This is an optimization exercise on Yosys and OpenROAD, whose aim is small area and a short achievable clock period, not a production implementation. No run shown here included a check of the RTL's function; only the layout flow was run.

$ cat flow/flow/run.sh
#!/bin/bash
# Standard layout, with plain buf_1 port buffers and the CRC xor cells kept
# as synthesized (hierarchical synthesis, flattened afterwards).
set -e
cp config.mk config_in.log
cat >> config.mk <<'EOC'
export BUFFER_PORTS_ARGS = -buffer_cell sky130_fd_sc_hd__buf_1
export SYNTH_HIERARCHICAL = 1
export SETUP_SLACK_MARGIN = 7.3
EOC
bash standard.sh > standard.log 2>&1
$ cat flow/standard.sh
#!/bin/bash
# synth_recipe.tcl (not shown) runs the flow's synth.tcl, then flattens the netlist and writes it again
# the make line also repeats each setting of config.mk as NAME=value (left out here)
make -C /OpenROAD-flow-scripts/flow DESIGN_CONFIG=/design/flow/config.mk WORK_HOME=/design/flow/orfs CLKGATE_MAP_FILE= SYNTH_SCRIPT=/design/flow/synth_recipe.tcl "${@:-finish}"
$ cat flow/config.mk
export PLATFORM = sky130hd
export DESIGN_NAME = xgmii_rx_top
export DESIGN_NICKNAME = xgmii_rx_top
export VERILOG_FILES = /design/flow/design.v
export SDC_FILE = /design/flow/constraint.sdc
export NUM_CORES = 4
export LEC_CHECK = 0
export CAP_MARGIN = 20
export CORE_MARGIN = 2
export CORE_UTILIZATION = 40
export SLEW_MARGIN = 20
export BUFFER_PORTS_ARGS = -buffer_cell sky130_fd_sc_hd__buf_1
export SYNTH_HIERARCHICAL = 1
export SETUP_SLACK_MARGIN = 7.3
$ cat flow/constraint.sdc
create_clock -name core_clock -period 10.5 [get_ports {clk}]
set_input_delay 2.1000 -clock core_clock [delete_from_list [all_inputs] [get_ports {clk}]]
set_output_delay 2.1000 -clock core_clock [all_outputs]
set_load 0.01 [all_outputs]
$ cat flow/design.v
package xgmii_rx_pkg;
    localparam logic [7:0] XGMII_START = 8'hFB;
    localparam logic [7:0] XGMII_TERM  = 8'hFD;
    localparam logic [7:0] XGMII_IDLE  = 8'h07;
    localparam int DATA_W = 64;
    localparam int LANES  = 8;
    typedef logic [13:0] frame_len_t;
    typedef enum logic [3:0] {
        RUNT,
        FRAGMENT,
        SZ_64,
        SZ_65_127,
        SZ_128_255,
        SZ_256_511,
        SZ_512_1023,
        SZ_1024_MAX,
        OVERSIZE,
        JABBER
    } size_class_t;
    localparam logic [31:0] CRC_PRESET = 32'hFFFF_FFFF;
    function automatic logic [31:0] crc_residue(input logic [2:0] t);
        case (t)
            3'd0:    crc_residue = 32'hE044380B;
            3'd1:    crc_residue = 32'h94784E13;
            3'd2:    crc_residue = 32'h1C759789;
            3'd3:    crc_residue = 32'h19F6EB51;
            3'd4:    crc_residue = 32'h9ADD2096;
            3'd5:    crc_residue = 32'h62932081;
            3'd6:    crc_residue = 32'h4E3D5E5C;
            default: crc_residue = 32'h39DD08E2;
        endcase
    endfunction
endpackage
`timescale 1ns/100ps
module xgmii_frame_parser
(
    input  logic        clk,
    input  logic        inv_aresetn,
    input  logic [63:0] xgmii_data_i,
    input  logic [7:0]  xgmii_ctrl_i,
    output logic [63:0] word_o,
    output logic        word_start_o,
    output logic [2:0]  term_lane_o,
    input  logic        crc_match_i,
    output logic [63:0] axis_tdata_o,
    output logic [7:0]  axis_tkeep_o,
    output logic        axis_tvalid_o,
    output logic        axis_tlast_o,
    output logic        axis_tuser_o,
    output logic [10:0] words_o,
    output logic [2:0]  len_lo_o
);
    typedef enum logic [1:0] {
        ST_IDLE,
        ST_DATA,
        ST_TAIL
    } state_t;
    logic [63:0] data_mask;
    logic [2:0]  term_lane;
    logic [7:0]  upper_mask;
    logic        lane_is_term;
    logic        is_start;
    logic        term_ok;
    always_comb begin
        data_mask[7:0] = 8'hFF;
        for (int i = 1; i < xgmii_rx_pkg::LANES; i++) begin
            data_mask[8*i +: 8] = {8{~xgmii_ctrl_i[i]}};
        end
    end
    always_comb begin
        term_lane = '0;
        for (int i = xgmii_rx_pkg::LANES - 1; i >= 0; i--) begin
            if (xgmii_ctrl_i[i]) begin
                term_lane = 3'(i);
            end
        end
    end
    assign is_start     = (xgmii_ctrl_i == 8'h01) && (xgmii_data_i[7:0] == xgmii_rx_pkg::XGMII_START);
    assign upper_mask   = 8'hFE << term_lane;
    assign lane_is_term = (xgmii_data_i[8*term_lane +: 8] == xgmii_rx_pkg::XGMII_TERM);
    assign term_ok      = lane_is_term && ((xgmii_ctrl_i & upper_mask) == upper_mask);
    logic        w_ctrl_q;
    logic [2:0]  w_lane_q;
    logic        w_term_ok_q;
    logic        w_start_q;
    logic [63:0] w_data_q;
    logic [63:0] hold_q;
    always_ff @(posedge clk) begin
        w_data_q    <= xgmii_data_i & data_mask;
        w_ctrl_q    <= |xgmii_ctrl_i;
        w_lane_q    <= term_lane;
        w_term_ok_q <= term_ok;
        w_start_q   <= is_start && !inv_aresetn;
        hold_q      <= w_data_q;
    end
    assign word_o       = w_data_q;
    assign word_start_o = w_start_q;
    assign term_lane_o  = w_lane_q;
    state_t      state_q;
    state_t      state_d;
    logic        held_vld_q;
    logic        held_vld_d;
    logic [2:0]  tail_lane_q;
    logic        tail_good_q;
    logic [10:0] words_q;
    logic [10:0] words_d;
    logic [2:0]  len_lo_q;
    logic        good;
    logic        tvalid_d;
    logic        tlast_d;
    logic [7:0]  tkeep_d;
    logic        tuser_d;
    logic [2:0]  len_lo_d;
    assign good     = crc_match_i && w_term_ok_q;
    assign words_o  = words_q;
    assign len_lo_o = len_lo_q;
    always_comb begin
        state_d    = state_q;
        held_vld_d = held_vld_q;
        words_d    = words_q;
        tvalid_d   = 1'b0;
        tlast_d    = 1'b0;
        tkeep_d    = 8'hFF;
        tuser_d    = good;
        len_lo_d   = 3'd4;
        case (state_q)
            ST_IDLE: begin
                if (w_start_q) begin
                    state_d    = ST_DATA;
                    held_vld_d = 1'b0;
                end
            end
            ST_DATA: begin
                if (!w_ctrl_q) begin
                    tvalid_d   = held_vld_q;
                    held_vld_d = 1'b1;
                    words_d    = held_vld_q ? words_q + 11'd1 : 11'd1;
                end else begin
                    held_vld_d = 1'b0;
                    state_d    = ST_IDLE;
                    tvalid_d   = held_vld_q;
                    if (!held_vld_q) begin
                        words_d = '0;
                    end
                    if (!w_term_ok_q) begin
                        tlast_d = 1'b1;
                    end else if (w_lane_q < 3'd4) begin
                        tlast_d = 1'b1;
                        tkeep_d  = 8'hFF >> (3'd4 - w_lane_q);
                        len_lo_d = w_lane_q;
                    end else if (w_lane_q == 3'd4) begin
                        tlast_d = 1'b1;
                    end else begin
                        state_d = ST_TAIL;
                    end
                end
            end
            ST_TAIL: begin
                tvalid_d   = 1'b1;
                tlast_d    = 1'b1;
                tkeep_d    = 8'hFF >> (4'd12 - {1'b0, tail_lane_q});
                tuser_d    = tail_good_q;
                len_lo_d   = tail_lane_q;
                held_vld_d = 1'b0;
                state_d    = w_start_q ? ST_DATA : ST_IDLE;
            end
            default: begin
                state_d = ST_IDLE;
            end
        endcase
    end
    always_ff @(posedge clk) begin
        axis_tdata_o <= hold_q;
        axis_tkeep_o <= tkeep_d;
        axis_tlast_o <= tlast_d;
        axis_tuser_o <= tuser_d;
        words_q      <= words_d;
        tail_lane_q  <= w_lane_q;
        tail_good_q  <= good;
        len_lo_q     <= len_lo_d;
        if (inv_aresetn) begin
            state_q       <= ST_IDLE;
            held_vld_q    <= 1'b0;
            axis_tvalid_o <= 1'b0;
        end else begin
            state_q       <= state_d;
            held_vld_q    <= held_vld_d;
            axis_tvalid_o <= tvalid_d;
        end
    end
endmodule
`timescale 1ns/100ps
module xgmii_crc_check
(
    input  logic        clk,
    input  logic [63:0] word_i,
    input  logic        word_start_i,
    input  logic [2:0]  term_lane_i,
    output logic        crc_match_o
);
    logic [31:0] crc_q;
    logic [31:0] x;
    logic [31:0] d_hi;
    logic [31:0] nxt;
    assign x    = crc_q ^ word_i[31:0];
    assign d_hi = word_i[63:32];
    logic [393:0] t;
    crc_xor2 u_x0 (.a(x[3]), .b(x[13]), .y(t[0]));
    crc_xor2 u_x1 (.a(d_hi[0]), .b(x[11]), .y(t[1]));
    crc_xor2 u_x2 (.a(d_hi[7]), .b(x[19]), .y(t[2]));
    crc_xor2 u_x3 (.a(x[4]), .b(x[9]), .y(t[3]));
    crc_xor2 u_x4 (.a(d_hi[3]), .b(x[12]), .y(t[4]));
    crc_xor2 u_x5 (.a(x[6]), .b(x[16]), .y(t[5]));
    crc_xor2 u_x6 (.a(d_hi[4]), .b(d_hi[22]), .y(t[6]));
    crc_xor2 u_x7 (.a(d_hi[5]), .b(x[8]), .y(t[7]));
    crc_xor2 u_x8 (.a(d_hi[2]), .b(x[5]), .y(t[8]));
    crc_xor2 u_x9 (.a(d_hi[23]), .b(x[30]), .y(t[9]));
    crc_xor2 u_x10 (.a(d_hi[24]), .b(x[31]), .y(t[10]));
    crc_xor2 u_x11 (.a(d_hi[14]), .b(x[7]), .y(t[11]));
    crc_xor2 u_x12 (.a(d_hi[15]), .b(t[0]), .y(t[12]));
    crc_xor2 u_x13 (.a(d_hi[6]), .b(x[18]), .y(t[13]));
    crc_xor2 u_x14 (.a(d_hi[25]), .b(x[14]), .y(t[14]));
    crc_xor2 u_x15 (.a(x[2]), .b(x[15]), .y(t[15]));
    crc_xor2 u_x16 (.a(d_hi[31]), .b(t[2]), .y(t[16]));
    crc_xor2 u_x17 (.a(d_hi[13]), .b(t[1]), .y(t[17]));
    crc_xor2 u_x18 (.a(d_hi[17]), .b(d_hi[29]), .y(t[18]));
    crc_xor2 u_x19 (.a(d_hi[18]), .b(d_hi[26]), .y(t[19]));
    crc_xor2 u_x20 (.a(d_hi[12]), .b(d_hi[28]), .y(t[20]));
    crc_xor2 u_x21 (.a(d_hi[11]), .b(d_hi[27]), .y(t[21]));
    crc_xor2 u_x22 (.a(d_hi[20]), .b(x[25]), .y(t[22]));
    crc_xor2 u_x23 (.a(d_hi[8]), .b(x[20]), .y(t[23]));
    crc_xor2 u_x24 (.a(d_hi[9]), .b(x[21]), .y(t[24]));
    crc_xor2 u_x25 (.a(d_hi[10]), .b(x[22]), .y(t[25]));
    crc_xor2 u_x26 (.a(d_hi[30]), .b(x[10]), .y(t[26]));
    crc_xor2 u_x27 (.a(d_hi[21]), .b(x[26]), .y(t[27]));
    crc_xor2 u_x28 (.a(d_hi[16]), .b(t[3]), .y(t[28]));
    crc_xor2 u_x29 (.a(d_hi[1]), .b(d_hi[19]), .y(t[29]));
    crc_xor2 u_x30 (.a(t[6]), .b(x[1]), .y(t[30]));
    crc_xor2 u_x31 (.a(x[24]), .b(x[27]), .y(t[31]));
    crc_xor2 u_x32 (.a(x[0]), .b(x[17]), .y(t[32]));
    crc_xor2 u_x33 (.a(x[28]), .b(x[29]), .y(t[33]));
    crc_xor2 u_x34 (.a(t[10]), .b(t[18]), .y(t[34]));
    crc_xor2 u_x35 (.a(t[4]), .b(x[23]), .y(t[35]));
    crc_xor2 u_x36 (.a(t[8]), .b(t[23]), .y(t[36]));
    crc_xor2 u_x37 (.a(t[7]), .b(t[15]), .y(t[37]));
    crc_xor2 u_x38 (.a(d_hi[26]), .b(x[7]), .y(t[38]));
    crc_xor2 u_x39 (.a(t[5]), .b(t[13]), .y(t[39]));
    crc_xor2 u_x40 (.a(t[11]), .b(t[28]), .y(t[40]));
    crc_xor2 u_x41 (.a(t[20]), .b(x[1]), .y(t[41]));
    crc_xor2 u_x42 (.a(t[21]), .b(x[24]), .y(t[42]));
    crc_xor2 u_x43 (.a(x[5]), .b(x[15]), .y(t[43]));
    crc_xor2 u_x44 (.a(t[19]), .b(x[12]), .y(t[44]));
    crc_xor2 u_x45 (.a(t[4]), .b(t[24]), .y(t[45]));
    crc_xor2 u_x46 (.a(t[9]), .b(x[6]), .y(t[46]));
    crc_xor2 u_x47 (.a(t[22]), .b(x[16]), .y(t[47]));
    crc_xor2 u_x48 (.a(t[32]), .b(x[13]), .y(t[48]));
    crc_xor2 u_x49 (.a(d_hi[7]), .b(t[10]), .y(t[49]));
    crc_xor2 u_x50 (.a(d_hi[19]), .b(t[33]), .y(t[50]));
    crc_xor2 u_x51 (.a(d_hi[22]), .b(t[31]), .y(t[51]));
    crc_xor2 u_x52 (.a(d_hi[29]), .b(t[25]), .y(t[52]));
    crc_xor2 u_x53 (.a(t[16]), .b(x[22]), .y(t[53]));
    crc_xor2 u_x54 (.a(t[17]), .b(x[25]), .y(t[54]));
    crc_xor2 u_x55 (.a(t[12]), .b(x[29]), .y(t[55]));
    crc_xor2 u_x56 (.a(t[36]), .b(x[11]), .y(t[56]));
    crc_xor2 u_x57 (.a(d_hi[1]), .b(d_hi[30]), .y(t[57]));
    crc_xor2 u_x58 (.a(d_hi[4]), .b(d_hi[11]), .y(t[58]));
    crc_xor2 u_x59 (.a(d_hi[10]), .b(d_hi[12]), .y(t[59]));
    crc_xor2 u_x60 (.a(x[14]), .b(x[23]), .y(t[60]));
    crc_xor2 u_x61 (.a(d_hi[24]), .b(x[8]), .y(t[61]));
    crc_xor2 u_x62 (.a(d_hi[17]), .b(x[27]), .y(t[62]));
    crc_xor2 u_x63 (.a(d_hi[27]), .b(t[29]), .y(t[63]));
    crc_xor2 u_x64 (.a(d_hi[31]), .b(x[21]), .y(t[64]));
    crc_xor2 u_x65 (.a(d_hi[3]), .b(x[10]), .y(t[65]));
    crc_xor2 u_x66 (.a(x[4]), .b(x[28]), .y(t[66]));
    crc_xor2 u_x67 (.a(d_hi[25]), .b(x[9]), .y(t[67]));
    crc_xor2 u_x68 (.a(d_hi[2]), .b(x[17]), .y(t[68]));
    crc_xor2 u_x69 (.a(t[26]), .b(x[2]), .y(t[69]));
    crc_xor2 u_x70 (.a(t[9]), .b(t[20]), .y(t[70]));
    crc_xor2 u_x71 (.a(d_hi[8]), .b(t[14]), .y(t[71]));
    crc_xor2 u_x72 (.a(d_hi[6]), .b(t[9]), .y(t[72]));
    crc_xor2 u_x73 (.a(t[26]), .b(x[5]), .y(t[73]));
    crc_xor2 u_x74 (.a(d_hi[18]), .b(t[7]), .y(t[74]));
    crc_xor2 u_x75 (.a(t[11]), .b(x[26]), .y(t[75]));
    crc_xor2 u_x76 (.a(t[8]), .b(x[0]), .y(t[76]));
    crc_xor2 u_x77 (.a(t[38]), .b(x[1]), .y(t[77]));
    crc_xor2 u_x78 (.a(t[5]), .b(x[3]), .y(t[78]));
    crc_xor2 u_x79 (.a(t[35]), .b(t[46]), .y(t[79]));
    crc_xor2 u_x80 (.a(d_hi[28]), .b(t[39]), .y(t[80]));
    crc_xor2 u_x81 (.a(t[27]), .b(t[34]), .y(t[81]));
    crc_xor2 u_x82 (.a(t[14]), .b(t[48]), .y(t[82]));
    crc_xor2 u_x83 (.a(t[6]), .b(t[40]), .y(t[83]));
    crc_xor2 u_x84 (.a(d_hi[5]), .b(d_hi[9]), .y(t[84]));
    crc_xor2 u_x85 (.a(d_hi[5]), .b(d_hi[7]), .y(t[85]));
    crc_xor2 u_x86 (.a(d_hi[6]), .b(d_hi[21]), .y(t[86]));
    crc_xor2 u_x87 (.a(d_hi[1]), .b(d_hi[23]), .y(t[87]));
    crc_xor2 u_x88 (.a(d_hi[0]), .b(d_hi[30]), .y(t[88]));
    crc_xor2 u_x89 (.a(d_hi[13]), .b(d_hi[29]), .y(t[89]));
    crc_xor2 u_x90 (.a(d_hi[10]), .b(d_hi[13]), .y(t[90]));
    crc_xor2 u_x91 (.a(d_hi[0]), .b(d_hi[16]), .y(t[91]));
    crc_xor2 u_x92 (.a(t[21]), .b(x[12]), .y(t[92]));
    crc_xor2 u_x93 (.a(t[19]), .b(x[30]), .y(t[93]));
    crc_xor2 u_x94 (.a(d_hi[27]), .b(x[31]), .y(t[94]));
    crc_xor2 u_x95 (.a(x[17]), .b(x[24]), .y(t[95]));
    crc_xor2 u_x96 (.a(t[58]), .b(x[28]), .y(t[96]));
    crc_xor2 u_x97 (.a(d_hi[28]), .b(x[18]), .y(t[97]));
    crc_xor2 u_x98 (.a(t[57]), .b(x[20]), .y(t[98]));
    crc_xor2 u_x99 (.a(t[18]), .b(x[23]), .y(t[99]));
    crc_xor2 u_x100 (.a(x[14]), .b(x[27]), .y(t[100]));
    crc_xor2 u_x101 (.a(d_hi[15]), .b(x[26]), .y(t[101]));
    crc_xor2 u_x102 (.a(d_hi[20]), .b(x[0]), .y(t[102]));
    crc_xor2 u_x103 (.a(t[91]), .b(x[4]), .y(t[103]));
    crc_xor2 u_x104 (.a(t[25]), .b(x[11]), .y(t[104]));
    crc_xor2 u_x105 (.a(t[30]), .b(t[68]), .y(t[105]));
    crc_xor2 u_x106 (.a(d_hi[2]), .b(t[27]), .y(t[106]));
    crc_xor2 u_x107 (.a(t[41]), .b(t[86]), .y(t[107]));
    crc_xor2 u_x108 (.a(t[43]), .b(x[20]), .y(t[108]));
    crc_xor2 u_x109 (.a(t[0]), .b(t[24]), .y(t[109]));
    crc_xor2 u_x110 (.a(d_hi[24]), .b(t[30]), .y(t[110]));
    crc_xor2 u_x111 (.a(t[30]), .b(x[10]), .y(t[111]));
    crc_xor2 u_x112 (.a(t[8]), .b(t[22]), .y(t[112]));
    crc_xor2 u_x113 (.a(t[5]), .b(t[44]), .y(t[113]));
    crc_xor2 u_x114 (.a(t[3]), .b(t[42]), .y(t[114]));
    crc_xor2 u_x115 (.a(t[2]), .b(t[29]), .y(t[115]));
    crc_xor2 u_x116 (.a(t[66]), .b(x[7]), .y(t[116]));
    crc_xor2 u_x117 (.a(t[1]), .b(t[23]), .y(t[117]));
    crc_xor2 u_x118 (.a(t[13]), .b(t[67]), .y(t[118]));
    crc_xor2 u_x119 (.a(d_hi[31]), .b(t[27]), .y(t[119]));
    crc_xor2 u_x120 (.a(t[5]), .b(x[8]), .y(t[120]));
    crc_xor2 u_x121 (.a(d_hi[4]), .b(t[49]), .y(t[121]));
    crc_xor2 u_x122 (.a(t[50]), .b(x[30]), .y(t[122]));
    crc_xor2 u_x123 (.a(t[17]), .b(t[52]), .y(t[123]));
    crc_xor2 u_x124 (.a(t[70]), .b(x[23]), .y(t[124]));
    crc_xor2 u_x125 (.a(t[37]), .b(t[78]), .y(t[125]));
    crc_xor2 u_x126 (.a(t[76]), .b(x[31]), .y(t[126]));
    crc_xor2 u_x127 (.a(t[12]), .b(t[120]), .y(t[127]));
    crc_xor2 u_x128 (.a(d_hi[25]), .b(t[74]), .y(t[128]));
    crc_xor2 u_x129 (.a(t[43]), .b(t[71]), .y(t[129]));
    crc_xor2 u_x130 (.a(t[22]), .b(t[50]), .y(t[130]));
    crc_xor2 u_x131 (.a(t[28]), .b(t[72]), .y(t[131]));
    crc_xor2 u_x132 (.a(t[12]), .b(t[14]), .y(t[132]));
    crc_xor2 u_x133 (.a(t[37]), .b(t[102]), .y(t[133]));
    crc_xor2 u_x134 (.a(d_hi[14]), .b(t[51]), .y(t[134]));
    crc_xor2 u_x135 (.a(t[16]), .b(t[73]), .y(t[135]));
    crc_xor2 u_x136 (.a(d_hi[2]), .b(t[47]), .y(t[136]));
    crc_xor2 u_x137 (.a(t[63]), .b(t[113]), .y(t[137]));
    crc_xor2 u_x138 (.a(t[3]), .b(t[79]), .y(t[138]));
    crc_xor2 u_x139 (.a(t[31]), .b(t[81]), .y(t[139]));
    crc_xor2 u_x140 (.a(t[56]), .b(x[10]), .y(t[140]));
    crc_xor2 u_x141 (.a(t[47]), .b(t[122]), .y(t[141]));
    crc_xor2 u_x142 (.a(t[38]), .b(t[55]), .y(t[142]));
    crc_xor2 u_x143 (.a(t[53]), .b(t[125]), .y(t[143]));
    crc_xor2 u_x144 (.a(t[37]), .b(t[55]), .y(t[144]));
    crc_xor2 u_x145 (.a(t[69]), .b(t[82]), .y(t[145]));
    crc_xor2 u_x146 (.a(t[45]), .b(t[80]), .y(t[146]));
    crc_xor2 u_x147 (.a(d_hi[1]), .b(d_hi[20]), .y(t[147]));
    crc_xor2 u_x148 (.a(d_hi[26]), .b(t[147]), .y(t[148]));
    crc_xor2 u_x149 (.a(t[2]), .b(t[65]), .y(t[149]));
    crc_xor2 u_x150 (.a(t[100]), .b(t[148]), .y(t[150]));
    crc_xor2 u_x151 (.a(t[78]), .b(t[105]), .y(t[151]));
    crc_xor2 u_x152 (.a(t[117]), .b(t[149]), .y(t[152]));
    crc_xor2 u_x153 (.a(t[150]), .b(t[131]), .y(t[153]));
    crc_xor2 u_x154 (.a(t[151]), .b(t[152]), .y(t[154]));
    crc_xor2 u_x155 (.a(d_hi[5]), .b(d_hi[17]), .y(t[155]));
    crc_xor2 u_x156 (.a(d_hi[21]), .b(d_hi[27]), .y(t[156]));
    crc_xor2 u_x157 (.a(t[87]), .b(x[18]), .y(t[157]));
    crc_xor2 u_x158 (.a(t[155]), .b(t[156]), .y(t[158]));
    crc_xor2 u_x159 (.a(t[15]), .b(t[32]), .y(t[159]));
    crc_xor2 u_x160 (.a(t[157]), .b(t[158]), .y(t[160]));
    crc_xor2 u_x161 (.a(t[45]), .b(t[116]), .y(t[161]));
    crc_xor2 u_x162 (.a(t[159]), .b(t[160]), .y(t[162]));
    crc_xor2 u_x163 (.a(t[121]), .b(t[161]), .y(t[163]));
    crc_xor2 u_x164 (.a(t[162]), .b(t[140]), .y(t[164]));
    crc_xor2 u_x165 (.a(d_hi[8]), .b(x[19]), .y(t[165]));
    crc_xor2 u_x166 (.a(x[29]), .b(t[0]), .y(t[166]));
    crc_xor2 u_x167 (.a(t[1]), .b(t[25]), .y(t[167]));
    crc_xor2 u_x168 (.a(t[165]), .b(t[76]), .y(t[168]));
    crc_xor2 u_x169 (.a(t[110]), .b(t[166]), .y(t[169]));
    crc_xor2 u_x170 (.a(t[167]), .b(t[128]), .y(t[170]));
    crc_xor2 u_x171 (.a(t[168]), .b(t[169]), .y(t[171]));
    crc_xor2 u_x172 (.a(t[146]), .b(t[170]), .y(t[172]));
    crc_xor2 u_x173 (.a(d_hi[6]), .b(t[58]), .y(t[173]));
    crc_xor2 u_x174 (.a(t[84]), .b(x[2]), .y(t[174]));
    crc_xor2 u_x175 (.a(x[20]), .b(t[173]), .y(t[175]));
    crc_xor2 u_x176 (.a(t[174]), .b(t[52]), .y(t[176]));
    crc_xor2 u_x177 (.a(t[77]), .b(t[115]), .y(t[177]));
    crc_xor2 u_x178 (.a(t[175]), .b(t[82]), .y(t[178]));
    crc_xor2 u_x179 (.a(t[176]), .b(t[177]), .y(t[179]));
    crc_xor2 u_x180 (.a(t[138]), .b(t[178]), .y(t[180]));
    crc_xor2 u_x181 (.a(t[59]), .b(x[21]), .y(t[181]));
    crc_xor2 u_x182 (.a(t[0]), .b(t[13]), .y(t[182]));
    crc_xor2 u_x183 (.a(t[26]), .b(t[42]), .y(t[183]));
    crc_xor2 u_x184 (.a(t[60]), .b(t[181]), .y(t[184]));
    crc_xor2 u_x185 (.a(t[36]), .b(t[77]), .y(t[185]));
    crc_xor2 u_x186 (.a(t[182]), .b(t[183]), .y(t[186]));
    crc_xor2 u_x187 (.a(t[184]), .b(t[121]), .y(t[187]));
    crc_xor2 u_x188 (.a(t[133]), .b(t[185]), .y(t[188]));
    crc_xor2 u_x189 (.a(t[186]), .b(t[187]), .y(t[189]));
    crc_xor2 u_x190 (.a(d_hi[3]), .b(t[24]), .y(t[190]));
    crc_xor2 u_x191 (.a(t[71]), .b(t[107]), .y(t[191]));
    crc_xor2 u_x192 (.a(t[114]), .b(t[190]), .y(t[192]));
    crc_xor2 u_x193 (.a(t[54]), .b(t[191]), .y(t[193]));
    crc_xor2 u_x194 (.a(t[192]), .b(t[143]), .y(t[194]));
    crc_xor2 u_x195 (.a(d_hi[9]), .b(d_hi[16]), .y(t[195]));
    crc_xor2 u_x196 (.a(x[19]), .b(t[195]), .y(t[196]));
    crc_xor2 u_x197 (.a(t[15]), .b(t[41]), .y(t[197]));
    crc_xor2 u_x198 (.a(t[100]), .b(t[196]), .y(t[198]));
    crc_xor2 u_x199 (.a(t[75]), .b(t[112]), .y(t[199]));
    crc_xor2 u_x200 (.a(t[197]), .b(t[198]), .y(t[200]));
    crc_xor2 u_x201 (.a(t[79]), .b(t[123]), .y(t[201]));
    crc_xor2 u_x202 (.a(t[199]), .b(t[200]), .y(t[202]));
    crc_xor2 u_x203 (.a(t[90]), .b(x[0]), .y(t[203]));
    crc_xor2 u_x204 (.a(t[11]), .b(t[15]), .y(t[204]));
    crc_xor2 u_x205 (.a(t[96]), .b(t[98]), .y(t[205]));
    crc_xor2 u_x206 (.a(t[203]), .b(t[35]), .y(t[206]));
    crc_xor2 u_x207 (.a(t[204]), .b(t[205]), .y(t[207]));
    crc_xor2 u_x208 (.a(t[127]), .b(t[206]), .y(t[208]));
    crc_xor2 u_x209 (.a(t[207]), .b(t[139]), .y(t[209]));
    crc_xor2 u_x210 (.a(d_hi[11]), .b(d_hi[12]), .y(t[210]));
    crc_xor2 u_x211 (.a(t[88]), .b(x[16]), .y(t[211]));
    crc_xor2 u_x212 (.a(x[25]), .b(t[210]), .y(t[212]));
    crc_xor2 u_x213 (.a(t[31]), .b(t[33]), .y(t[213]));
    crc_xor2 u_x214 (.a(t[64]), .b(t[211]), .y(t[214]));
    crc_xor2 u_x215 (.a(t[212]), .b(t[74]), .y(t[215]));
    crc_xor2 u_x216 (.a(t[105]), .b(t[213]), .y(t[216]));
    crc_xor2 u_x217 (.a(t[214]), .b(t[40]), .y(t[217]));
    crc_xor2 u_x218 (.a(t[132]), .b(t[215]), .y(t[218]));
    crc_xor2 u_x219 (.a(t[216]), .b(t[217]), .y(t[219]));
    crc_xor2 u_x220 (.a(d_hi[12]), .b(x[18]), .y(t[220]));
    crc_xor2 u_x221 (.a(t[30]), .b(t[62]), .y(t[221]));
    crc_xor2 u_x222 (.a(t[101]), .b(t[220]), .y(t[222]));
    crc_xor2 u_x223 (.a(t[17]), .b(t[36]), .y(t[223]));
    crc_xor2 u_x224 (.a(t[221]), .b(t[222]), .y(t[224]));
    crc_xor2 u_x225 (.a(t[130]), .b(t[223]), .y(t[225]));
    crc_xor2 u_x226 (.a(t[224]), .b(t[143]), .y(t[226]));
    crc_xor2 u_x227 (.a(t[85]), .b(x[2]), .y(t[227]));
    crc_xor2 u_x228 (.a(t[11]), .b(t[24]), .y(t[228]));
    crc_xor2 u_x229 (.a(t[33]), .b(t[44]), .y(t[229]));
    crc_xor2 u_x230 (.a(t[60]), .b(t[227]), .y(t[230]));
    crc_xor2 u_x231 (.a(t[17]), .b(t[106]), .y(t[231]));
    crc_xor2 u_x232 (.a(t[111]), .b(t[228]), .y(t[232]));
    crc_xor2 u_x233 (.a(t[229]), .b(t[230]), .y(t[233]));
    crc_xor2 u_x234 (.a(t[231]), .b(t[232]), .y(t[234]));
    crc_xor2 u_x235 (.a(d_hi[8]), .b(t[4]), .y(t[235]));
    crc_xor2 u_x236 (.a(t[63]), .b(t[72]), .y(t[236]));
    crc_xor2 u_x237 (.a(t[104]), .b(t[235]), .y(t[237]));
    crc_xor2 u_x238 (.a(t[134]), .b(t[236]), .y(t[238]));
    crc_xor2 u_x239 (.a(t[237]), .b(t[144]), .y(t[239]));
    crc_xor2 u_x240 (.a(d_hi[9]), .b(d_hi[28]), .y(t[240]));
    crc_xor2 u_x241 (.a(x[12]), .b(t[240]), .y(t[241]));
    crc_xor2 u_x242 (.a(t[60]), .b(t[96]), .y(t[242]));
    crc_xor2 u_x243 (.a(t[241]), .b(t[12]), .y(t[243]));
    crc_xor2 u_x244 (.a(t[49]), .b(t[242]), .y(t[244]));
    crc_xor2 u_x245 (.a(t[131]), .b(t[136]), .y(t[245]));
    crc_xor2 u_x246 (.a(t[243]), .b(t[244]), .y(t[246]));
    crc_xor2 u_x247 (.a(t[59]), .b(t[85]), .y(t[247]));
    crc_xor2 u_x248 (.a(x[13]), .b(x[29]), .y(t[248]));
    crc_xor2 u_x249 (.a(t[65]), .b(t[95]), .y(t[249]));
    crc_xor2 u_x250 (.a(t[103]), .b(t[247]), .y(t[250]));
    crc_xor2 u_x251 (.a(t[248]), .b(t[249]), .y(t[251]));
    crc_xor2 u_x252 (.a(t[250]), .b(t[81]), .y(t[252]));
    crc_xor2 u_x253 (.a(t[129]), .b(t[251]), .y(t[253]));
    crc_xor2 u_x254 (.a(d_hi[9]), .b(d_hi[11]), .y(t[254]));
    crc_xor2 u_x255 (.a(t[6]), .b(t[57]), .y(t[255]));
    crc_xor2 u_x256 (.a(t[254]), .b(t[62]), .y(t[256]));
    crc_xor2 u_x257 (.a(t[93]), .b(t[255]), .y(t[257]));
    crc_xor2 u_x258 (.a(t[39]), .b(t[256]), .y(t[258]));
    crc_xor2 u_x259 (.a(t[257]), .b(t[54]), .y(t[259]));
    crc_xor2 u_x260 (.a(t[129]), .b(t[258]), .y(t[260]));
    crc_xor2 u_x261 (.a(d_hi[23]), .b(t[59]), .y(t[261]));
    crc_xor2 u_x262 (.a(t[84]), .b(x[15]), .y(t[262]));
    crc_xor2 u_x263 (.a(x[28]), .b(x[31]), .y(t[263]));
    crc_xor2 u_x264 (.a(t[68]), .b(t[261]), .y(t[264]));
    crc_xor2 u_x265 (.a(t[262]), .b(t[263]), .y(t[265]));
    crc_xor2 u_x266 (.a(t[16]), .b(t[75]), .y(t[266]));
    crc_xor2 u_x267 (.a(t[264]), .b(t[265]), .y(t[267]));
    crc_xor2 u_x268 (.a(t[137]), .b(t[266]), .y(t[268]));
    crc_xor2 u_x269 (.a(t[21]), .b(t[90]), .y(t[269]));
    crc_xor2 u_x270 (.a(x[11]), .b(x[14]), .y(t[270]));
    crc_xor2 u_x271 (.a(t[61]), .b(t[97]), .y(t[271]));
    crc_xor2 u_x272 (.a(t[269]), .b(t[270]), .y(t[272]));
    crc_xor2 u_x273 (.a(t[28]), .b(t[46]), .y(t[273]));
    crc_xor2 u_x274 (.a(t[111]), .b(t[115]), .y(t[274]));
    crc_xor2 u_x275 (.a(t[271]), .b(t[272]), .y(t[275]));
    crc_xor2 u_x276 (.a(t[273]), .b(t[274]), .y(t[276]));
    crc_xor2 u_x277 (.a(t[275]), .b(t[142]), .y(t[277]));
    crc_xor2 u_x278 (.a(x[19]), .b(t[14]), .y(t[278]));
    crc_xor2 u_x279 (.a(t[92]), .b(t[34]), .y(t[279]));
    crc_xor2 u_x280 (.a(t[70]), .b(t[278]), .y(t[280]));
    crc_xor2 u_x281 (.a(t[40]), .b(t[133]), .y(t[281]));
    crc_xor2 u_x282 (.a(t[279]), .b(t[280]), .y(t[282]));
    crc_xor2 u_x283 (.a(t[140]), .b(t[281]), .y(t[283]));
    crc_xor2 u_x284 (.a(t[19]), .b(t[26]), .y(t[284]));
    crc_xor2 u_x285 (.a(t[67]), .b(t[17]), .y(t[285]));
    crc_xor2 u_x286 (.a(t[34]), .b(t[45]), .y(t[286]));
    crc_xor2 u_x287 (.a(t[107]), .b(t[108]), .y(t[287]));
    crc_xor2 u_x288 (.a(t[284]), .b(t[127]), .y(t[288]));
    crc_xor2 u_x289 (.a(t[285]), .b(t[286]), .y(t[289]));
    crc_xor2 u_x290 (.a(t[287]), .b(t[288]), .y(t[290]));
    crc_xor2 u_x291 (.a(d_hi[7]), .b(t[64]), .y(t[291]));
    crc_xor2 u_x292 (.a(t[291]), .b(t[123]), .y(t[292]));
    crc_xor2 u_x293 (.a(t[137]), .b(t[83]), .y(t[293]));
    crc_xor2 u_x294 (.a(t[145]), .b(t[292]), .y(t[294]));
    crc_xor2 u_x295 (.a(d_hi[15]), .b(d_hi[19]), .y(t[295]));
    crc_xor2 u_x296 (.a(t[21]), .b(t[88]), .y(t[296]));
    crc_xor2 u_x297 (.a(x[13]), .b(x[30]), .y(t[297]));
    crc_xor2 u_x298 (.a(t[295]), .b(t[7]), .y(t[298]));
    crc_xor2 u_x299 (.a(t[62]), .b(t[296]), .y(t[299]));
    crc_xor2 u_x300 (.a(t[297]), .b(t[35]), .y(t[300]));
    crc_xor2 u_x301 (.a(t[108]), .b(t[298]), .y(t[301]));
    crc_xor2 u_x302 (.a(t[299]), .b(t[53]), .y(t[302]));
    crc_xor2 u_x303 (.a(t[80]), .b(t[300]), .y(t[303]));
    crc_xor2 u_x304 (.a(t[301]), .b(t[83]), .y(t[304]));
    crc_xor2 u_x305 (.a(t[302]), .b(t[303]), .y(t[305]));
    crc_xor2 u_x306 (.a(d_hi[3]), .b(t[1]), .y(t[306]));
    crc_xor2 u_x307 (.a(t[7]), .b(t[41]), .y(t[307]));
    crc_xor2 u_x308 (.a(t[64]), .b(t[93]), .y(t[308]));
    crc_xor2 u_x309 (.a(t[99]), .b(t[12]), .y(t[309]));
    crc_xor2 u_x310 (.a(t[51]), .b(t[116]), .y(t[310]));
    crc_xor2 u_x311 (.a(t[306]), .b(t[307]), .y(t[311]));
    crc_xor2 u_x312 (.a(t[308]), .b(t[126]), .y(t[312]));
    crc_xor2 u_x313 (.a(t[309]), .b(t[310]), .y(t[313]));
    crc_xor2 u_x314 (.a(t[311]), .b(t[312]), .y(t[314]));
    crc_xor2 u_x315 (.a(t[89]), .b(x[3]), .y(t[315]));
    crc_xor2 u_x316 (.a(x[8]), .b(x[17]), .y(t[316]));
    crc_xor2 u_x317 (.a(x[22]), .b(t[2]), .y(t[317]));
    crc_xor2 u_x318 (.a(t[44]), .b(t[94]), .y(t[318]));
    crc_xor2 u_x319 (.a(t[315]), .b(t[316]), .y(t[319]));
    crc_xor2 u_x320 (.a(t[51]), .b(t[69]), .y(t[320]));
    crc_xor2 u_x321 (.a(t[317]), .b(t[318]), .y(t[321]));
    crc_xor2 u_x322 (.a(t[319]), .b(t[56]), .y(t[322]));
    crc_xor2 u_x323 (.a(t[320]), .b(t[321]), .y(t[323]));
    crc_xor2 u_x324 (.a(t[141]), .b(t[322]), .y(t[324]));
    crc_xor2 u_x325 (.a(d_hi[14]), .b(d_hi[30]), .y(t[325]));
    crc_xor2 u_x326 (.a(t[325]), .b(t[32]), .y(t[326]));
    crc_xor2 u_x327 (.a(t[94]), .b(t[97]), .y(t[327]));
    crc_xor2 u_x328 (.a(t[109]), .b(t[117]), .y(t[328]));
    crc_xor2 u_x329 (.a(t[119]), .b(t[326]), .y(t[329]));
    crc_xor2 u_x330 (.a(t[327]), .b(t[130]), .y(t[330]));
    crc_xor2 u_x331 (.a(t[328]), .b(t[329]), .y(t[331]));
    crc_xor2 u_x332 (.a(t[138]), .b(t[330]), .y(t[332]));
    crc_xor2 u_x333 (.a(d_hi[16]), .b(d_hi[23]), .y(t[333]));
    crc_xor2 u_x334 (.a(x[9]), .b(t[333]), .y(t[334]));
    crc_xor2 u_x335 (.a(t[95]), .b(t[334]), .y(t[335]));
    crc_xor2 u_x336 (.a(t[49]), .b(t[52]), .y(t[336]));
    crc_xor2 u_x337 (.a(t[119]), .b(t[335]), .y(t[337]));
    crc_xor2 u_x338 (.a(t[56]), .b(t[336]), .y(t[338]));
    crc_xor2 u_x339 (.a(t[337]), .b(t[142]), .y(t[339]));
    crc_xor2 u_x340 (.a(t[146]), .b(t[338]), .y(t[340]));
    crc_xor2 u_x341 (.a(d_hi[23]), .b(t[61]), .y(t[341]));
    crc_xor2 u_x342 (.a(t[92]), .b(t[98]), .y(t[342]));
    crc_xor2 u_x343 (.a(t[99]), .b(t[77]), .y(t[343]));
    crc_xor2 u_x344 (.a(t[104]), .b(t[109]), .y(t[344]));
    crc_xor2 u_x345 (.a(t[118]), .b(t[341]), .y(t[345]));
    crc_xor2 u_x346 (.a(t[342]), .b(t[136]), .y(t[346]));
    crc_xor2 u_x347 (.a(t[343]), .b(t[344]), .y(t[347]));
    crc_xor2 u_x348 (.a(t[345]), .b(t[346]), .y(t[348]));
    crc_xor2 u_x349 (.a(t[19]), .b(t[20]), .y(t[349]));
    crc_xor2 u_x350 (.a(x[21]), .b(t[25]), .y(t[350]));
    crc_xor2 u_x351 (.a(t[61]), .b(t[349]), .y(t[351]));
    crc_xor2 u_x352 (.a(t[16]), .b(t[35]), .y(t[352]));
    crc_xor2 u_x353 (.a(t[106]), .b(t[114]), .y(t[353]));
    crc_xor2 u_x354 (.a(t[350]), .b(t[351]), .y(t[354]));
    crc_xor2 u_x355 (.a(t[352]), .b(t[353]), .y(t[355]));
    crc_xor2 u_x356 (.a(t[354]), .b(t[145]), .y(t[356]));
    crc_xor2 u_x357 (.a(d_hi[25]), .b(t[29]), .y(t[357]));
    crc_xor2 u_x358 (.a(t[89]), .b(x[15]), .y(t[358]));
    crc_xor2 u_x359 (.a(t[42]), .b(t[103]), .y(t[359]));
    crc_xor2 u_x360 (.a(t[357]), .b(t[358]), .y(t[360]));
    crc_xor2 u_x361 (.a(t[39]), .b(t[48]), .y(t[361]));
    crc_xor2 u_x362 (.a(t[112]), .b(t[359]), .y(t[362]));
    crc_xor2 u_x363 (.a(t[360]), .b(t[53]), .y(t[363]));
    crc_xor2 u_x364 (.a(t[124]), .b(t[361]), .y(t[364]));
    crc_xor2 u_x365 (.a(t[362]), .b(t[363]), .y(t[365]));
    crc_xor2 u_x366 (.a(x[3]), .b(t[13]), .y(t[366]));
    crc_xor2 u_x367 (.a(t[73]), .b(t[366]), .y(t[367]));
    crc_xor2 u_x368 (.a(t[54]), .b(t[124]), .y(t[368]));
    crc_xor2 u_x369 (.a(t[367]), .b(t[83]), .y(t[369]));
    crc_xor2 u_x370 (.a(t[139]), .b(t[368]), .y(t[370]));
    crc_xor2 u_x371 (.a(t[87]), .b(x[6]), .y(t[371]));
    crc_xor2 u_x372 (.a(x[12]), .b(t[66]), .y(t[372]));
    crc_xor2 u_x373 (.a(t[101]), .b(t[371]), .y(t[373]));
    crc_xor2 u_x374 (.a(t[34]), .b(t[372]), .y(t[374]));
    crc_xor2 u_x375 (.a(t[373]), .b(t[54]), .y(t[375]));
    crc_xor2 u_x376 (.a(t[128]), .b(t[134]), .y(t[376]));
    crc_xor2 u_x377 (.a(t[135]), .b(t[374]), .y(t[377]));
    crc_xor2 u_x378 (.a(t[375]), .b(t[376]), .y(t[378]));
    crc_xor2 u_x379 (.a(d_hi[18]), .b(x[4]), .y(t[379]));
    crc_xor2 u_x380 (.a(t[4]), .b(t[32]), .y(t[380]));
    crc_xor2 u_x381 (.a(t[379]), .b(t[75]), .y(t[381]));
    crc_xor2 u_x382 (.a(t[110]), .b(t[380]), .y(t[382]));
    crc_xor2 u_x383 (.a(t[132]), .b(t[135]), .y(t[383]));
    crc_xor2 u_x384 (.a(t[381]), .b(t[382]), .y(t[384]));
    crc_xor2 u_x385 (.a(t[141]), .b(t[383]), .y(t[385]));
    crc_xor2 u_x386 (.a(d_hi[0]), .b(d_hi[22]), .y(t[386]));
    crc_xor2 u_x387 (.a(t[29]), .b(x[16]), .y(t[387]));
    crc_xor2 u_x388 (.a(t[386]), .b(t[27]), .y(t[388]));
    crc_xor2 u_x389 (.a(t[65]), .b(t[387]), .y(t[389]));
    crc_xor2 u_x390 (.a(t[16]), .b(t[118]), .y(t[390]));
    crc_xor2 u_x391 (.a(t[388]), .b(t[389]), .y(t[391]));
    crc_xor2 u_x392 (.a(t[126]), .b(t[390]), .y(t[392]));
    crc_xor2 u_x393 (.a(t[391]), .b(t[144]), .y(t[393]));
    crc_xor2 u_n0 (.a(t[153]), .b(t[154]), .y(nxt[0]));
    crc_xor2 u_n1 (.a(t[163]), .b(t[164]), .y(nxt[1]));
    crc_xor2 u_n2 (.a(t[171]), .b(t[172]), .y(nxt[2]));
    crc_xor2 u_n3 (.a(t[179]), .b(t[180]), .y(nxt[3]));
    crc_xor2 u_n4 (.a(t[188]), .b(t[189]), .y(nxt[4]));
    crc_xor2 u_n5 (.a(t[193]), .b(t[194]), .y(nxt[5]));
    crc_xor2 u_n6 (.a(t[201]), .b(t[202]), .y(nxt[6]));
    crc_xor2 u_n7 (.a(t[208]), .b(t[209]), .y(nxt[7]));
    crc_xor2 u_n8 (.a(t[218]), .b(t[219]), .y(nxt[8]));
    crc_xor2 u_n9 (.a(t[225]), .b(t[226]), .y(nxt[9]));
    crc_xor2 u_n10 (.a(t[233]), .b(t[234]), .y(nxt[10]));
    crc_xor2 u_n11 (.a(t[238]), .b(t[239]), .y(nxt[11]));
    crc_xor2 u_n12 (.a(t[245]), .b(t[246]), .y(nxt[12]));
    crc_xor2 u_n13 (.a(t[252]), .b(t[253]), .y(nxt[13]));
    crc_xor2 u_n14 (.a(t[259]), .b(t[260]), .y(nxt[14]));
    crc_xor2 u_n15 (.a(t[267]), .b(t[268]), .y(nxt[15]));
    crc_xor2 u_n16 (.a(t[276]), .b(t[277]), .y(nxt[16]));
    crc_xor2 u_n17 (.a(t[282]), .b(t[283]), .y(nxt[17]));
    crc_xor2 u_n18 (.a(t[289]), .b(t[290]), .y(nxt[18]));
    crc_xor2 u_n19 (.a(t[293]), .b(t[294]), .y(nxt[19]));
    crc_xor2 u_n20 (.a(t[304]), .b(t[305]), .y(nxt[20]));
    crc_xor2 u_n21 (.a(t[313]), .b(t[314]), .y(nxt[21]));
    crc_xor2 u_n22 (.a(t[323]), .b(t[324]), .y(nxt[22]));
    crc_xor2 u_n23 (.a(t[331]), .b(t[332]), .y(nxt[23]));
    crc_xor2 u_n24 (.a(t[339]), .b(t[340]), .y(nxt[24]));
    crc_xor2 u_n25 (.a(t[347]), .b(t[348]), .y(nxt[25]));
    crc_xor2 u_n26 (.a(t[355]), .b(t[356]), .y(nxt[26]));
    crc_xor2 u_n27 (.a(t[364]), .b(t[365]), .y(nxt[27]));
    crc_xor2 u_n28 (.a(t[369]), .b(t[370]), .y(nxt[28]));
    crc_xor2 u_n29 (.a(t[377]), .b(t[378]), .y(nxt[29]));
    crc_xor2 u_n30 (.a(t[384]), .b(t[385]), .y(nxt[30]));
    crc_xor2 u_n31 (.a(t[392]), .b(t[393]), .y(nxt[31]));
    assign crc_match_o = (nxt == xgmii_rx_pkg::crc_residue(term_lane_i));
    always_ff @(posedge clk) begin
        if (word_start_i) begin
            crc_q <= xgmii_rx_pkg::CRC_PRESET;
        end else begin
            crc_q <= nxt;
        end
    end
endmodule
module crc_xor2
(
    input  logic a,
    input  logic b,
    output logic y
);
    assign y = a ^ b;
endmodule
`timescale 1ns/100ps
module rx_frame_stats
#(
    parameter int MAX_FRAME_LEN = 1518
) (
    input  logic        clk,
    input  logic        inv_aresetn,
    input  logic        tvalid_i,
    input  logic        tlast_i,
    input  logic        tuser_i,
    input  logic [10:0] words_i,
    input  logic [2:0]  len_lo_i,
    output logic        stat_valid_o,
    output logic        stat_crc_ok_o,
    output logic [13:0] stat_len_o,
    output logic [3:0]  stat_size_o,
    output logic [31:0] good_frames_o,
    output logic [31:0] bad_frames_o
);
    logic frame_end;
    xgmii_rx_pkg::frame_len_t frame_len;
    function automatic xgmii_rx_pkg::size_class_t classify(input xgmii_rx_pkg::frame_len_t len, input logic crc_ok);
        if (len < 14'd64) begin
            classify = crc_ok ? xgmii_rx_pkg::RUNT : xgmii_rx_pkg::FRAGMENT;
        end else if (len == 14'd64) begin
            classify = xgmii_rx_pkg::SZ_64;
        end else if (len < 14'd128) begin
            classify = xgmii_rx_pkg::SZ_65_127;
        end else if (len < 14'd256) begin
            classify = xgmii_rx_pkg::SZ_128_255;
        end else if (len < 14'd512) begin
            classify = xgmii_rx_pkg::SZ_256_511;
        end else if (len < 14'd1024) begin
            classify = xgmii_rx_pkg::SZ_512_1023;
        end else if (len <= 14'(MAX_FRAME_LEN)) begin
            classify = xgmii_rx_pkg::SZ_1024_MAX;
        end else begin
            classify = crc_ok ? xgmii_rx_pkg::OVERSIZE : xgmii_rx_pkg::JABBER;
        end
    endfunction
    assign frame_end  = tvalid_i && tlast_i;
    assign frame_len  = {words_i, len_lo_i};
    always_ff @(posedge clk) begin
        stat_crc_ok_o <= tuser_i;
        stat_len_o    <= frame_len;
        stat_size_o   <= classify(frame_len, tuser_i);
        if (inv_aresetn) begin
            stat_valid_o  <= 1'b0;
            good_frames_o <= '0;
            bad_frames_o  <= '0;
        end else begin
            stat_valid_o <= frame_end;
            if (frame_end && tuser_i) begin
                good_frames_o <= good_frames_o + 32'd1;
            end
            if (frame_end && !tuser_i) begin
                bad_frames_o <= bad_frames_o + 32'd1;
            end
        end
    end
endmodule
`timescale 1ns/100ps
module xgmii_rx_top
#(
    parameter int MAX_FRAME_LEN = 1518
) (
    input  logic        clk,
    input  logic        inv_aresetn,
    input  logic [63:0] xgmii_data_i,
    input  logic [7:0]  xgmii_ctrl_i,
    output logic [63:0] axis_tdata_o,
    output logic [7:0]  axis_tkeep_o,
    output logic        axis_tvalid_o,
    output logic        axis_tlast_o,
    output logic        axis_tuser_o,
    output logic        stat_valid_o,
    output logic        stat_crc_ok_o,
    output logic [13:0] stat_len_o,
    output logic [3:0]  stat_size_o,
    output logic [31:0] good_frames_o,
    output logic [31:0] bad_frames_o
);
    logic [63:0] word;
    logic        word_start;
    logic [2:0]  term_lane;
    logic        crc_match;
    logic [10:0] words;
    logic [2:0]  len_lo;
    xgmii_frame_parser u_parser (
        .clk           (clk),
        .inv_aresetn   (inv_aresetn),
        .xgmii_data_i  (xgmii_data_i),
        .xgmii_ctrl_i  (xgmii_ctrl_i),
        .word_o        (word),
        .word_start_o  (word_start),
        .term_lane_o   (term_lane),
        .crc_match_i   (crc_match),
        .axis_tdata_o  (axis_tdata_o),
        .axis_tkeep_o  (axis_tkeep_o),
        .axis_tvalid_o (axis_tvalid_o),
        .axis_tlast_o  (axis_tlast_o),
        .axis_tuser_o  (axis_tuser_o),
        .words_o       (words),
        .len_lo_o      (len_lo)
    );
    xgmii_crc_check u_crc_check (
        .clk          (clk),
        .word_i       (word),
        .word_start_i (word_start),
        .term_lane_i  (term_lane),
        .crc_match_o  (crc_match)
    );
    rx_frame_stats #(
        .MAX_FRAME_LEN (MAX_FRAME_LEN)
    ) u_stats (
        .clk           (clk),
        .inv_aresetn   (inv_aresetn),
        .tvalid_i      (axis_tvalid_o),
        .tlast_i       (axis_tlast_o),
        .tuser_i       (axis_tuser_o),
        .words_i       (words),
        .len_lo_i      (len_lo),
        .stat_valid_o  (stat_valid_o),
        .stat_crc_ok_o (stat_crc_ok_o),
        .stat_len_o    (stat_len_o),
        .stat_size_o   (stat_size_o),
        .good_frames_o (good_frames_o),
        .bad_frames_o  (bad_frames_o)
    );
endmodule
==> flow_summary_export.csv, run 1 <==
group,metric,value,unit
drt,routedWlPerCell,21.0,µm
grt,grt.busiest_layer,"met2",
sta,post-route-min-period,3980,ps
clock_network,clock_latency,560,ps
worst_setup_path,critPathArrivalTime,4480,ps
worst_setup_path,crit_chain,"xor2_4, xor2_4, xor2_4, xor2_2, xor2_1, xor2_1, xor2_2, nor2b_4, a22oi_1, o221ai_1, o21ai_1, or4_4, a2111oi_4, and2_4, mux2_4",
grt,grt_max_degree,78,
sta,finalSetupViolations,0,
grt,antenna_found_initial,0,
worst_setup_path,crit_family,"XOR/XNOR gates",
grt,gr-total-overflow,0,
sta,fmax,251,MHz
clock_network,cts_made_buffers,39,
logic_synthesis,syn-num-nets,1610,
sta,tightest_slew,805,ps
worst_setup_path,cp-end-kind,"flip-flop",
floorplanning,die_y,200,µm
logic_synthesis,synthArstFlopShare,0,%
cells_and_area,final_nets,1957,
logic_synthesis,syn_inst,1518,
cells_and_area,syn_to_final_growth,39.9,%
drt,vias,12000,
grt,grt_pass1_vias,11800,
sta,slew_headroom,46.3,%
drt,drc_errors,0,
flow_run,drv_cap,0,
floorplanning,rows,71,
floorplanning,die_w,200,µm
drt,via_per_inst,4.97,
logic_synthesis,yosys.cell_types.count,73,
clock_network,cts.clk_slew.worst_paths,60,ps
logic_synthesis,synth_edf_count,11,
clock_network,clock_path_buffers,3,
logic_synthesis,syn_area,0.0154,mm²
worst_setup_path,path_class,"flip-flop to flip-flop",
grt,grt_use_met2,41.0,%
worst_setup_path,cp_slowest_stage_delay,550,ps
grt,grt_use_met1,31.4,%
placement,routabilityCongestion,0.984,
sta,fin_setup_tns,0,ps
floorplanning,start_util,40.8,%
cells_and_area,drive_gt1_share,30.4,%
floorplanning,ios,233,
worst_setup_path,critPathRequiredTime,11000,ps
sta,rsz0062_at_grt,"yes",
logic_synthesis,synth.area.top_cells,"dfxtp_1 44%, xor2_1 28%, nor2b_1 2.8%, edfxtp_1 2.1%, nor2_1 2.1%",
logic_synthesis,yosysSeqAreaShare,45.7,%
cells_and_area,final_common_cell,"xor2_1",
logic_synthesis,synth-main-ff-cell,"dfxtp_1",
logic_synthesis,synth_top_area_cell,"dfxtp_1",
worst_setup_path,crit_path_start_kind,"flip-flop",
logic_synthesis,ys_ff_latch,346,
clock_network,cts_tree,"built",
clock_network,root_buffer,"clkbuf_16",
worst_setup_path,cp_max_fo,5,
grt,grt_usage,24.6,%
drt,wirelength,50700,µm
sta,fin_crit_sh,37.9,%
floorplanning,core,0.0378,mm²
min_path,worstHoldPathType,"flip-flop to flip-flop",
worst_setup_path,critPathBufInv,0,
worst_setup_path,crit_slowest_cell,"or4_4",
run_status,status,"finished clean",
drt,dr.first_iter.drc_count,752,
clock_network,cts.sinks,346,
grt,grt_pass1_wl,74000,µm
clock_network,h-tree-depth,2,
drt,firstDrtPassIters,5,
floorplanning,dieArea,0.0401,mm²
drt,drtAntennaViolNets,0,
grt,use_met3,4.04,%
sta,drv_slew,0,
placement,dp_hpwl,38100,µm
sta,fin_skew,23.6,ps
sta,finalHoldViolCount,0,
logic_synthesis,synth_top_area_share,43.5,%
logic_synthesis,avgSynthCellArea,10.1,µm²
logic_synthesis,ys.warnings.count,9,
worst_setup_path,cp_common_cell,"xor2_4",
cells_and_area,mostFrequentLayoutCells,"324 x xor2_1, 248 x dfxtp_1, 151 x buf_1",
placement,port_buffers,232,
-- per-module statistics from Yosys, one instance, submodules excluded, a selection --
module              cell area [µm²]  times used
xgmii_crc_check                1980           1
xgmii_frame_parser             6230           1
crc_xor2                       8.76         426
-- path summary, 6_finish.rpt --
kind                        startpoint                   endpoint  slack, ps  cells after the start
hold reg to reg    u_parser.hold_q[53]  u_parser.axis_tdata_o[53]        320                      0
setup reg to reg  u_parser.w_data_q[5]      u_parser.axis_tuser_o       6520                     15
setup / recovery  u_parser.w_data_q[5]      u_parser.axis_tuser_o       6520                     15
hold / removal     u_parser.hold_q[53]  u_parser.axis_tdata_o[53]        320                      0
-- cells by family after synthesis --
| group | share of synthesized area, % |
|---|---|
| buf+inv | 1.65 |
| compound gates | 5.58 |
| flops | 45.7 |
| fa+ha+maj | 1.46 |
| mux | 0.471 |
| xor+xnor | 29.4 |
| simple gates | 15.8 |
-- metrics by stage --
stage | instance area [µm²] | setup WS [ps] | hold WS (ps) | util [%] | cells
after floorplan | 15700 | 6910 | 310 | - | 1518
after global placement | 17100 | 5420 | 311 | 45.2 | 2234
after detailed placement | 17100 | 5530 | 312 | 45.2 | 2234
after CTS | 20500 | 6620 | 321 | 54.3 | 2365
after global routing | 21500 | 6390 | 324 | 57.1 | 2406
final | 21500 | 6520 | 319 | 57.1 | 2407
-- sequential cells by signal, summed over array words and instances, names as in the netlist, 2 cells and up --
register / cells
u_crc_check.crc_q: 32
u_parser.tail_lane_q: 3
u_stats.stat_len_o: 14
u_stats.good_frames_o: 32
u_stats.bad_frames_o: 32
u_parser.hold_q: 64
u_parser.len_lo_q: 3
u_parser.axis_tdata_o: 64
u_parser.words_q: 11
u_parser.axis_tkeep_o: 8
u_parser.state_q: 2
u_parser.w_data_q: 64
u_parser.w_lane_q: 3
u_stats.stat_size_o: 4
-- Yosys cell counts, drive strengths merged (3+ instances only) --
master	count
and2b	4
xnor2	27
edfxtp	11
o211ai	7
nand2	47
o2111ai	3
nor2	88
o221ai	6
nor3	26
and4b	3
ha	18
o22ai	5
or3	16
a21o	5
and3	17
and4	7
nor2b	70
a31oi	6
dfxtp	335
nand4	26
nand3b	4
o21ai	36
nand3	44
inv	28
mux2i	5
xor2	490
nand4b	7
a21oi	41
nor4	17
nand2b	11
and2	3
or2	36
or4	3
buf	15
a211oi	3
clkbuf	19
-- area by class of cell --
class | instances | area [µm²]
Antenna cell | 1 | 2.50
Sequential cell | 346 | 7210
Fill cell | 3277 | 16200
Timing Repair Buffer | 340 | 2000
Inverter | 28 | 105
Clock inverter | 14 | 125
Tap cell | 511 | 639
Clock buffer | 57 | 1170
Multi-Input combinational cell | 1110 | 10300
-- routing by layer --
metal	wire, µm	up-vias
met5	0	-
met3	2780	114
li1	-	5603
met2	24000	417
met1	21600	5820
met4	2290	0
-- worst register-to-register path: stages (launching register included) --
cell and delay, ps:
dfxtp_2 370, xor2_4 300, xor2_4 310, xor2_4 280, xor2_2 190, xor2_1 200, xor2_1 310, xor2_2 360
nor2b_4 230, a22oi_1 70, o221ai_1 160, o21ai_1 100, or4_4 550, a2111oi_4 200, and2_4 190, mux2_4 130
-- repair_timing --
action | CTS | global route
pin swaps | 44 | 35
gates resized for setup | 320 | 108
hold buffers | 0 | 0
endpoints found under the setup margin | 103 | 24
buffers inserted | 60 | 40
==> run 2, diff against run 1 <==
--- a/flow/flow/run.sh
+++ b/flow/flow/run.sh
@@ -6,6 +6,5 @@
 cat >> config.mk <<'EOC'
 export BUFFER_PORTS_ARGS = -buffer_cell sky130_fd_sc_hd__buf_1
 export SYNTH_HIERARCHICAL = 1
-export SETUP_SLACK_MARGIN = 7.3
 EOC
 bash standard.sh > standard.log 2>&1
--- a/flow/config.mk
+++ b/flow/config.mk
@@ -11,4 +11,3 @@
 export SLEW_MARGIN = 20
 export BUFFER_PORTS_ARGS = -buffer_cell sky130_fd_sc_hd__buf_1
 export SYNTH_HIERARCHICAL = 1
-export SETUP_SLACK_MARGIN = 7.3
==> run 2 against run 1 <==
  * Non-clock buffer count fell by 98
  * Worst setup slack worse by 1600 ps
  * Cell count shrank 4.2%
  * Largest cell class unchanged
  * Clock skew decreased by 12 ps
  * Wire length decreased by 6.6%
  * Highest routed layer unchanged
  * Die area did not move
==> flow_summary_export.csv, run 2 <==
group,metric,value,unit
logic_synthesis,synth_top_area_cell,"dfxtp_1",
clock_network,cts_resized,0,
cells_and_area,largestRegisters,"u_parser.axis_tdata_o: 64 flops, u_parser.hold_q: 64 flops, u_parser.w_data_q: 64 flops",
clock_network,root_buffer,"clkbuf_16",
logic_synthesis,synth_top_family_by_area,"XOR/XNOR gates",
logic_synthesis,synth_edf_count,11,
clock_network,cts_made_buffers,38,
clock_network,h-tree-depth,2,
worst_setup_path,ff2ff_setup_slack,4890,ps
cells_and_area,syn_to_final_growth,17.3,%
drt,dr.first_iter.drc_count,638,
logic_synthesis,synthTopCellsByCount,"490 x xor2_1, 335 x dfxtp_1, 87 x nor2_1",
cells_and_area,drive_gt1_share,6.97,%
drt,drc_errors,0,
logic_synthesis,syn_inst,1518,
floorplanning,core,0.0378,mm²
min_path,worstHoldPathType,"flip-flop to flip-flop",
logic_synthesis,avgSynthCellArea,10.1,µm²
logic_synthesis,yosys.cell_types.count,73,
sta,fin_setup_tns,0,ps
cells_and_area,multi_input_area,0.00812,mm²
floorplanning,dieArea,0.0401,mm²
clock_network,clock_path_buffers,3,
sta,fmax,178,MHz
cells_and_area,regArea,0.00704,mm²
logic_synthesis,yosysMostFrequentCell,"xor2_1",
logic_synthesis,synth_top_area_share,43.5,%
floorplanning,ios,233,
min_path,holdPathStages,0,
placement,post-place-ws,5000,ps
grt,grt_max_degree,78,
cells_and_area,fillers,3647,
floorplanning,die_y,200,µm
floorplanning,start_util,40.8,%
logic_synthesis,synth.area.top_cells,"dfxtp_1 44%, xor2_1 28%, nor2b_1 2.8%, edfxtp_1 2.1%, nor2_1 2.1%",
sta,finalSetupViolations,0,
worst_setup_path,cp_max_fo,5,
worst_setup_path,timing.rr.end,"u_parser.axis_tuser_o",
grt,grt_usage,23.2,%
grt,grt_pass1_vias,11200,
grt,gr-total-overflow,0,
worst_setup_path,worst_r2r_path_depth,15,
sta,setup_ws,4890,ps
floorplanning,die_w,200,µm
drt,vias,11500,
logic_synthesis,synth_compound_area_share,5.58,%
worst_setup_path,rr_startpoint,"u_parser.w_data_q[12]",
grt,grt_pass1_wl,70200,µm
logic_synthesis,synthArstFlopShare,0,%
clock_network,clock_latency,560,ps
drt,via_per_inst,4.98,
drt,wirelength,47300,µm
worst_setup_path,critPathRequiredTime,11000,ps
drt,routedWlPerCell,20.5,µm
sta,slew_headroom,10.3,%
sta,rsz0062_at_grt,"no",
cells_and_area,final_nets,1858,
sta,drv_slew,0,
placement,routabilityCongestion,1.09,
logic_synthesis,syn-num-nets,1610,
worst_setup_path,crit_path_start_kind,"flip-flop",
clock_network,postCtsSetupBuffers,0,
worst_setup_path,path_class,"flip-flop to flip-flop",
flow_run,drv_cap,0,
min_path,hold_start,"u_parser.hold_q[21]",
min_path,min_to,"u_parser.axis_tdata_o[21]",
clock_network,cts_tree,"built",
floorplanning,rows,71,
placement,dp_hpwl,37000,µm
sta,fin_skew,12.0,ps
clock_network,holdBufCountCts,0,
logic_synthesis,synth_mux_area_share,0.471,%
drt,drtAntennaViolNets,0,
run_status,status,"finished clean",
logic_synthesis,synth-main-ff-cell,"dfxtp_1",
logic_synthesis,synthSimpleGateAreaFrac,15.8,%
logic_synthesis,synth_xor_xnor_area_share,29.4,%
grt,antenna_found_initial,1,
drt,firstDrtPassIters,4,
sta,tightest_slew,1330,ps
sta,fin_crit_sh,53.4,%
sta,finalHoldViolCount,0,
placement,port_buffers,232,
logic_synthesis,syn_area,0.0154,mm²
clock_network,cts.sinks,346,
clock_network,cts.clk_slew.worst_paths,60,ps
logic_synthesis,yosysSeqAreaShare,45.7,%
sta,post-route-min-period,5610,ps
cells_and_area,final_cell_area,0.0181,mm²
cells_and_area,final_common_cell,"xor2_1",
logic_synthesis,ys.warnings.count,9,
worst_setup_path,cp-end-kind,"flip-flop",
logic_synthesis,synthAdderAreaFrac,1.46,%
logic_synthesis,ys_ff_latch,346,
placement,place_area,0.0168,mm²
cells_and_area,mostFrequentLayoutCells,"490 x xor2_1, 335 x dfxtp_1, 231 x buf_1",
worst_setup_path,critPathArrivalTime,6100,ps
## run 2: layout make-up
class	instances	area share (%)
Antenna cell	1	0.0138
Multi-Input combinational cell	1110	44.9
Sequential cell	346	38.9
Inverter	28	0.582
Clock inverter	12	0.651
Tap cell	511	3.54
Timing Repair Buffer	242	5.24
Clock buffer	55	6.12
## run 2: worst max-delay path, stage by stage (launching register included)
cell and delay, ps:
dfxtp_1 340, xor2_1 750, xor2_1 740, xor2_1 690
xor2_1 360, xor2_1 280, xor2_1 200, xor2_1 620
xnor2_1 190, nand2_1 70, a21oi_1 130, o21ai_0 90
or4_1 460, a2111oi_2 300, and2_1 180, mux2_2 130
## run 2: metrics by stage
step	std cells	utilization (%)	hold WS [ps]
after floorplan	1518	-	310
after global placement	2237	44.6	311
after detailed placement	2237	44.6	312
after CTS	2304	47.9	323
after global routing	2304	47.9	327
final	2305	47.9	321
## run 2: logic make-up after synthesis
family | Yosys count
xor+xnor | 517
fa+ha+maj | 18
mux | 7
flops | 346
simple gates | 433
compound gates | 135
buf+inv | 62
## run 2: per-layer routing
layer  GRT usage [%]  up-vias  share of wire, %
met5               0        -                 0
li1                -     5548                 -
met1            30.3     5410                44
met4            11.9        0               4.9
met3            4.12      106               5.8
met2            36.8      418                46
## run 2: Yosys stat by module (local to each module, per instance), excerpt
module	cell area, µm²	times used
xgmii_frame_parser	6230	1
xgmii_crc_check	1980	1
crc_xor2	8.76	426
## run 2: worst max path at each step
| stage | startpoint | endpoint | slack, ps |
|---|---|---|---|
| after floorplan | u_parser.w_data_q[19] | u_parser.axis_tuser_o | 6460 |
| after global placement | u_parser.w_data_q[12] | u_parser.axis_tuser_o | 4890 |
| after detailed placement | u_parser.w_data_q[12] | u_parser.axis_tuser_o | 5000 |
| after CTS | u_parser.w_data_q[12] | u_parser.axis_tuser_o | 4980 |
| after global routing | u_parser.w_data_q[12] | u_parser.axis_tuser_o | 4690 |
| final | u_parser.w_data_q[12] | u_parser.axis_tuser_o | 4890 |

-- afterwards: timing with drivers on the ports --
The results above use ideal ports. As a check the final layouts listed here were re-extracted and re-timed, cells and wires unchanged. Step 1: set_driving_cell puts a clkbuf_16 on clk and a buf_2 on each other input, an assumption about the parent block. Step 2 also shifts input and output timing later by t, the mid clock arrival at the registers, as if the neighbouring blocks saw the same clock. Three values: ideal ports, drivers, drivers and shift; two values: the first two.
| run | shift t [ns] | setup slack, ns | hold slack, ns | worst register clock-pin slew, ns |
|---|---|---|---|---|
| run 1 | 0.605 | 6.521 / 6.521 / 6.521 | 0.319 / 0.319 / 0.319 | 0.06 / 0.06 |
| run 2 | 0.603 | 4.894 / 4.894 / 4.894 | 0.321 / 0.321 / 0.321 | 0.07 / 0.07 |
After both steps every run listed still meets setup and hold.
